This design comes from an exercise in tuning for small area, a short achievable clock period and few clock cycles on the open sky130 flow, not from production work. The RTL was checked by simulation tests, not by an equivalence proof against the original design. Power is estimated from default activity; no workload was simulated.

### flow/run.sh
#!/bin/bash
# synth_recipe.tcl (not shown) runs the flow's synth.tcl, then flattens the netlist and writes it again
# the make line also repeats each setting of config.mk as NAME=value (left out here)
make -C /OpenROAD-flow-scripts/flow DESIGN_CONFIG=/design/flow/config.mk WORK_HOME=/design/flow/orfs CLKGATE_MAP_FILE= SYNTH_SCRIPT=/design/flow/synth_recipe.tcl finish
### flow/config.mk
export PLATFORM = sky130hd
export DESIGN_NAME = datapath_mc
export DESIGN_NICKNAME = datapath_mc
export VERILOG_FILES = /design/flow/design.v
export SDC_FILE = /design/flow/constraint.sdc
export NUM_CORES = 4
export LEC_CHECK = 0
export CAP_MARGIN = 20
export CORE_MARGIN = 2
export CORE_UTILIZATION = 40
export SLEW_MARGIN = 20
### flow/constraint.sdc
create_clock -name core_clock -period 8.0 [get_ports {clk}]
set_input_delay 1.6000 -clock core_clock [delete_from_list [all_inputs] [get_ports {clk}]]
set_output_delay 1.6000 -clock core_clock [all_outputs]
set_load 0.01 [all_outputs]
### flow/design.v
`default_nettype none
package datapath_pkg;
  localparam logic [3:0] c_OP_NOP  = 4'h0;
  localparam logic [3:0] c_OP_ADD  = 4'h1;
  localparam logic [3:0] c_OP_SUB  = 4'h2;
  localparam logic [3:0] c_OP_AND  = 4'h3;
  localparam logic [3:0] c_OP_OR   = 4'h4;
  localparam logic [3:0] c_OP_XOR  = 4'h5;
  localparam logic [3:0] c_OP_SLT  = 4'h6;
  localparam logic [3:0] c_OP_ADDI = 4'h7;
  localparam logic [3:0] c_OP_BEQ  = 4'h8;
  localparam logic [3:0] c_OP_JMP  = 4'h9;
  localparam logic [3:0] c_OP_HALT = 4'hF;
  localparam int c_OP_LSB  = 28;
  localparam int c_RD_LSB  = 24;
  localparam int c_RS_LSB  = 20;
  localparam int c_RT_LSB  = 16;
  localparam int c_IMM_LSB = 0;
  localparam int c_FLD_W   = 4;
  localparam int c_IMM_W   = 16;
  localparam int c_NREGS = 16;
  typedef enum logic [2:0] {
    ST_IDLE   = 3'd0,
    ST_FETCH  = 3'd1,
    ST_DECODE = 3'd2,
    ST_EXEC   = 3'd3,
    ST_WB     = 3'd4,
    ST_HALT   = 3'd5
  } state_t;
  function automatic logic is_alu_op(input logic [3:0] op);
    is_alu_op = (op >= c_OP_ADD) && (op <= c_OP_ADDI);
  endfunction
endpackage
`default_nettype wire
`default_nettype none
module dp_alu
#(
  parameter int WIDTH = 32
) (
  input  logic [3:0]       i_op,
  input  logic [WIDTH-1:0] i_a,
  input  logic [WIDTH-1:0] i_b,
  output logic [WIDTH-1:0] o_y,
  output logic             o_eq
);
  logic w_lt;
  assign w_lt = $signed(i_a) < $signed(i_b);
  assign o_eq = (i_a == i_b);
  always_comb begin
    o_y = '0;
    case (i_op)
      datapath_pkg::c_OP_ADD,
      datapath_pkg::c_OP_ADDI: o_y = i_a + i_b;
      datapath_pkg::c_OP_SUB:  o_y = i_a - i_b;
      datapath_pkg::c_OP_AND:  o_y = i_a & i_b;
      datapath_pkg::c_OP_OR:   o_y = i_a | i_b;
      datapath_pkg::c_OP_XOR:  o_y = i_a ^ i_b;
      datapath_pkg::c_OP_SLT:  o_y = {{(WIDTH-1){1'b0}}, w_lt};
      default:   o_y = '0;
    endcase
  end
endmodule
`default_nettype wire
`default_nettype none
module datapath_mc
#(
  parameter int WIDTH      = 32,
  parameter int IMEM_DEPTH = 64,
  localparam int PC_W      = $clog2(IMEM_DEPTH)
) (
  input  logic             clk,
  input  logic             reset,
  input  logic             imem_we,
  input  logic [PC_W-1:0]  imem_addr,
  input  logic [31:0]      imem_wdata,
  input  logic             start,
  output logic [WIDTH-1:0] result,
  output logic             result_valid,
  output logic             halted,
  output logic [PC_W-1:0]  pc
);
  datapath_pkg::state_t r_state;
  datapath_pkg::state_t w_next;
  logic [31:0]      r_imem [IMEM_DEPTH];
  logic [WIDTH-1:0] r_regs [datapath_pkg::c_NREGS];
  logic [31:0]      r_ir;
  logic [WIDTH-1:0] r_a;
  logic [WIDTH-1:0] r_b;
  logic [WIDTH-1:0] r_alu;
  logic [PC_W-1:0]  r_pc;
  logic [WIDTH-1:0] r_result;
  logic             r_result_valid;
  logic w_accept;
  logic w_launch;
  logic w_ld_ir;
  logic w_ld_ab;
  logic w_exec;
  logic w_wb;
  logic [3:0]              w_op;
  logic [3:0]              w_rd;
  logic [3:0]              w_rs;
  logic [3:0]              w_rt;
  logic signed [datapath_pkg::c_IMM_W-1:0] w_imm16;
  logic [WIDTH-1:0]        w_imm;
  logic [PC_W-1:0]         w_imm_pc;
  logic [WIDTH-1:0] w_alu_b;
  logic [WIDTH-1:0] w_alu_y;
  logic             w_alu_eq;
  logic [PC_W-1:0]  w_pc_inc;
  logic [PC_W-1:0]  w_pc_exec;
  assign w_op     = r_ir[datapath_pkg::c_OP_LSB +: datapath_pkg::c_FLD_W];
  assign w_rd     = r_ir[datapath_pkg::c_RD_LSB +: datapath_pkg::c_FLD_W];
  assign w_rs     = r_ir[datapath_pkg::c_RS_LSB +: datapath_pkg::c_FLD_W];
  assign w_rt     = r_ir[datapath_pkg::c_RT_LSB +: datapath_pkg::c_FLD_W];
  assign w_imm16  = r_ir[datapath_pkg::c_IMM_LSB +: datapath_pkg::c_IMM_W];
  assign w_imm    = WIDTH'(w_imm16);
  assign w_imm_pc = r_ir[datapath_pkg::c_IMM_LSB +: PC_W];
  assign w_alu_b  = (w_op == datapath_pkg::c_OP_ADDI) ? w_imm : r_b;
  assign w_pc_inc = r_pc + PC_W'(1);
  assign result       = r_result;
  assign result_valid = r_result_valid;
  assign pc           = r_pc;
  dp_alu #(
    .WIDTH (WIDTH)
  ) u_alu (
    .i_op (w_op),
    .i_a  (r_a),
    .i_b  (w_alu_b),
    .o_y  (w_alu_y),
    .o_eq (w_alu_eq)
  );
  always_ff @(posedge clk) begin
    if (reset) r_state <= datapath_pkg::ST_IDLE;
    else       r_state <= w_next;
  end
  always_comb begin
    w_next = r_state;
    case (r_state)
      datapath_pkg::ST_IDLE:   if (start) w_next = datapath_pkg::ST_FETCH;
      datapath_pkg::ST_FETCH:  w_next = datapath_pkg::ST_DECODE;
      datapath_pkg::ST_DECODE: w_next = datapath_pkg::ST_EXEC;
      datapath_pkg::ST_EXEC: begin
        if (datapath_pkg::is_alu_op(w_op))        w_next = datapath_pkg::ST_WB;
        else if (w_op == datapath_pkg::c_OP_HALT) w_next = datapath_pkg::ST_HALT;
        else                        w_next = datapath_pkg::ST_FETCH;
      end
      datapath_pkg::ST_WB:     w_next = datapath_pkg::ST_FETCH;
      datapath_pkg::ST_HALT:   if (start) w_next = datapath_pkg::ST_FETCH;
      default:   w_next = datapath_pkg::ST_IDLE;
    endcase
  end
  always_comb begin
    w_accept = (r_state == datapath_pkg::ST_IDLE) || (r_state == datapath_pkg::ST_HALT);
    w_launch = w_accept && start;
    w_ld_ir  = (r_state == datapath_pkg::ST_FETCH);
    w_ld_ab  = (r_state == datapath_pkg::ST_DECODE);
    w_exec   = (r_state == datapath_pkg::ST_EXEC);
    w_wb     = (r_state == datapath_pkg::ST_WB);
    halted   = (r_state == datapath_pkg::ST_HALT);
  end
  always_comb begin
    w_pc_exec = r_pc;
    case (w_op)
      datapath_pkg::c_OP_NOP:  w_pc_exec = w_pc_inc;
      datapath_pkg::c_OP_BEQ:  w_pc_exec = w_alu_eq ? (w_pc_inc + w_imm_pc) : w_pc_inc;
      datapath_pkg::c_OP_JMP:  w_pc_exec = w_imm_pc;
      datapath_pkg::c_OP_HALT: w_pc_exec = r_pc;
      default:   w_pc_exec = datapath_pkg::is_alu_op(w_op) ? r_pc : w_pc_inc;
    endcase
  end
  always_ff @(posedge clk) begin
    if (!reset && imem_we && w_accept) r_imem[imem_addr] <= imem_wdata;
  end
  always_ff @(posedge clk) begin
    if (reset) begin
      for (int i = 0; i < datapath_pkg::c_NREGS; i++) r_regs[i] <= '0;
    end else if (w_wb && (w_rd != 4'd0)) begin
      r_regs[w_rd] <= r_alu;
    end
  end
  always_ff @(posedge clk) begin
    if (reset) begin
      r_pc           <= '0;
      r_ir           <= '0;
      r_a            <= '0;
      r_b            <= '0;
      r_alu          <= '0;
      r_result       <= '0;
      r_result_valid <= 1'b0;
    end else begin
      r_result_valid <= 1'b0;
      if (w_launch) r_pc <= '0;
      if (w_ld_ir)  r_ir <= r_imem[r_pc];
      if (w_ld_ab) begin
        r_a <= r_regs[w_rs];
        r_b <= r_regs[w_rt];
      end
      if (w_exec) begin
        r_alu <= w_alu_y;
        r_pc  <= w_pc_exec;
      end
      if (w_wb) begin
        r_result       <= (w_rd == 4'd0) ? '0 : r_alu;
        r_result_valid <= 1'b1;
        r_pc           <= w_pc_inc;
      end
    end
  end
endmodule
`default_nettype wire
==> summary.txt <==
kinds of logic after synthesis:
family                     count (synthesis)  share of synthesized area, %
muxes                                   1015                          19.6
adders and majority gates                107                          1.18
DFF                                     2730                          69.6
and+or+nand+nor                         1121                          5.01
other                                      1                       0.00325
AOI/OAI and AO/OA                        505                          2.83
buffers and inverters                    522                          1.78
xor gates and xnor gates                   9                        0.0683
final cells by class:
class / count / area, sq um / share of cell area, %
tap: 3781 / 4730 / 3.62
antenna: 6 / 15.0 / 0.0115
multi-input combinational: 2789 / 33800 / 25.9
clock buffer: 363 / 7650 / 5.85
timing repair buffer: 229 / 2200 / 1.68
clock inverter: 163 / 1550 / 1.18
inverter: 109 / 409 / 0.313
sequential: 2730 / 80300 / 61.5
metal layers:
layer / vias up / track usage [%] / wire [microns]
met5: - / 0 / 80
met4: 12 / 5.46 / 8170
met3: 440 / 3.21 / 22100
met2: 2390 / 33.5 / 148000
met1: 32300 / 29.7 / 130000
li1: 24700 / - / -
cells in the final DEF (no fill, tap or decap), types with 34 or more instances in the layout:
| cell | Yosys | layout |
|---|---|---|
| a21oi_1 | 203 | 202 |
| a22o_1 | 34 | 34 |
| and2_1 | 488 | 487 |
| buf_4 | 6 | 138 |
| clkbuf_1 | 280 | 66 |
| clkbuf_16 | 0 | 294 |
| clkdlybuf4s50_1 | 0 | 48 |
| clkinv_1 | 0 | 62 |
| clkinv_2 | 0 | 39 |
| dfxtp_1 | 170 | 155 |
| edfxtp_1 | 2560 | 2560 |
| ha_1 | 103 | 103 |
| inv_1 | 109 | 109 |
| mux4_2 | 992 | 992 |
| nand2_1 | 299 | 298 |
| nor2_1 | 189 | 111 |
| nor2_4 | 0 | 77 |
| o21ai_0 | 80 | 80 |
worst max-delay path: cells and delay by family (launching register included):
family                     cells  cell delay, ns
DFF                            1            0.69
buffers and inverters          1            0.11
adders and majority gates      1            0.45
and+or+nand+nor                7            3.38
AOI/OAI and AO/OA              4            0.84
state kept, by name, indices dropped and copies added (netlist names), 3 cells and up:
| name | count |
|---|---|
| r_imem | 2048 |
| r_regs | 512 |
| r_a | 32 |
| r_alu | 32 |
| r_b | 32 |
| r_ir | 32 |
| r_result | 32 |
| r_pc | 6 |
| r_state | 3 |
worst max path at each step:
stage                          startpoint                  endpoint
CTS                 r_ir[28]$_SDFFE_PP0P_      r_pc[2]$_SDFFE_PP0P_
finish              r_ir[28]$_SDFFE_PP0P_      r_pc[2]$_SDFFE_PP0P_
global placement                  imem_we  r_imem[39][30]$_DFFE_PP_
detailed placement                imem_we   r_imem[39][3]$_DFFE_PP_
global route        r_ir[28]$_SDFFE_PP0P_      r_pc[2]$_SDFFE_PP0P_
floorplan                           reset   r_imem[30][0]$_DFFE_PP_
where the power goes:
| part | internal (mW) | switching (mW) | total (mW) |
|---|---|---|---|
| combinational | 1.67 | 2.25 | 3.91 |
| clock | 7.38 | 5.71 | 13.1 |
| sequential | 15.8 | 0.280 | 16.1 |
| total | 24.8 | 8.24 | 33.1 |
stage by stage:
step	power, mW	utilization, %	setup WS, ns	instance area [sq um]
CTS	33.3	45.3	2.45	130000
floorplan	18.8	-	3.71	116000
global placement	20.2	42.1	2.44	121000
detailed placement	20.3	42.2	2.31	121000
global route	34.0	45.4	2.10	131000
finish	33.1	45.4	2.34	131000
==> impl_metrics.json <==
{
  "status": "finished clean",
  "syn-instance-count": 6010,
  "grt.overflow.total": 0,
  "grt_pass1_vias": 60300,
  "synth.top_cell.area_share_pct": 66.6,
  "fin_nets": 6299,
  "synthFlopType": "edfxtp_1",
  "reg2reg_to": "r_pc[2]$_SDFFE_PP0P_",
  "tightest_slew_ns": 1.16,
  "finalSetupTns_ns": 0,
  "worstReg2RegStart": "r_ir[28]$_SDFFE_PP0P_",
  "nFillCells": 24000,
  "ys_seq_area_share_pct": 69.6,
  "drive_gt1_share_pct": 27.0,
  "port_buffers": 81,
  "start_kind": "flip-flop",
  "synth_seq_cells": 2730,
  "dp_cells": 9630,
  "ant_nets": 0,
  "coreArea_sq_um": 288000,
  "ctsResizeCount": 0,
  "reg2regPathDepth": 13,
  "worstPathMaxFanout": 20,
  "netlist_area_sq_um": 115000,
  "vdd_drop_max_mv": 0.261,
  "drt_iter0_markers": 7555,
  "power_density_nw_per_um2": 253,
  "cp_common_cell": "nor4_4",
  "slowest_delay_ns": 0.86,
  "hold_end": "r_b[10]$_SDFFE_PP0P_",
  "die_w_microns": 541,
  "cp.required_ns": 8.74,
  "criticalPathCategory": "reg2reg",
  "start_util_pct": 40.1,
  "post_cts_buffers": 0,
  "max_cap_viol_count": 0,
  "place_congestion": 0.876,
  "crit_path_end_kind": "flip-flop",
  "cts-buffers-inserted": 292,
  "die-area_sq_um": 293000,
  "slew_viol_final": 0,
  "synth_most_common_cell": "edfxtp_1",
  "min_path_type": "reg2reg",
  "hold_buffers": 0,
  "fin_crit_sh_pct": 70.8,
  "antenna_found_initial": 19,
  "vias_per_cell": 5.88,
  "grt_pass1_wl_microns": 445000,
  "hold_violations": 0,
  "synthArstFlopShare_pct": 0,
  "rows": 197,
  "drt-pass1-iter-count": 6,
  "r2r_setup_slack_ns": 2.34,
  "cts_root_buf": "clkbuf_16",
  "cts.sinks": 2730,
  "yosysWarnings": 2,
  "die_h_microns": 541,
  "htreeDepth": 5,
  "setup_viol_count_final": 0,
  "stdcell_count": 10200,
  "period_needed_ns": 5.66,
  "area_growth_pct": 13.2,
  "wl_microns": 308000,
  "grt.total_usage_pct": 20.9,
  "fmax_ghz": 0.177,
  "post-route-drc-count": 0,
  "min_from": "r_b[10]$_SDFFE_PP0P_",
  "cts_tree": "done",
  "clock_latency_ns": 0.92,
  "min_path_cells": 2,
  "whs_ns": 0.452,
  "synth_edf_count": 2560,
  "grt_max_degree": 129,
  "syn_avg_cell_area_sq_um": 19.2,
  "finClkSkew_ns": 0.0760,
  "crit_path_cell_trace": "nor2b_1 > nand3_1 > nand2_1 > inv_1 > ha_1 > nor4_4 > nand4_1 > nor4_4 > o21bai_1 > a21oi_1 > o32ai_1 > a22oi_1 > nor2_1",
  "yosysTopAreaCell": "edfxtp_1",
  "wl_per_cell_microns": 30.3,
  "relSlewSlack_pct": 22.4,
  "cp.arrival_ns": 6.40,
  "rsz0062_at_grt": "false",
  "leakage_nw": 40.5,
  "synth_common_cells": "2560 x edfxtp_1, 992 x mux4_2, 488 x and2_1",
  "synth.distinct_cells": 82,
  "cts_buffer_depth": 4,
  "cp_slowest_cell": "nand3_1",
  "clk_pin_slew_ns": 0.06,
  "hpwl_microns": 187000,
  "synth.area.top_cells": "edfxtp_1 67%, mux4_2 19%, dfxtp_1 2.9%, and2_1 2.6%, ha_1 1.1%",
  "io_pins": 82,
  "vias": 59800
}
Testbench counts, summed over its fixed seeds: cycles 41,434.

==> separate check: timing with driven ports <==
The results above use ideal ports. As a check the final layout listed here was re-extracted and re-timed, cells and wires unchanged.
Step 1 assumes that a clkbuf_16 drives the clock port and a buf_2 every other input.
Step 2 times the ports against the registers' clock, not the clock port: input delays grow and output delays shrink by t, the midpoint of the rising clock arrivals with the driver on.
a / b / c = ideal ports / drivers / drivers and shift; a / b = the first two.
t (ns): 0.986
setup WS [ns]: 2.336 / 2.336 / 2.336
clock arrival spread, ns: 0.088 / 0.089
worst register clock-pin slew, ns: 0.07 / 0.07
pins driven straight from the clock port: 1
After both steps this run still meets setup and hold. For this run, drivers alone change the setup slack by 0.000 ns; drivers and shift together by 0.000 ns.
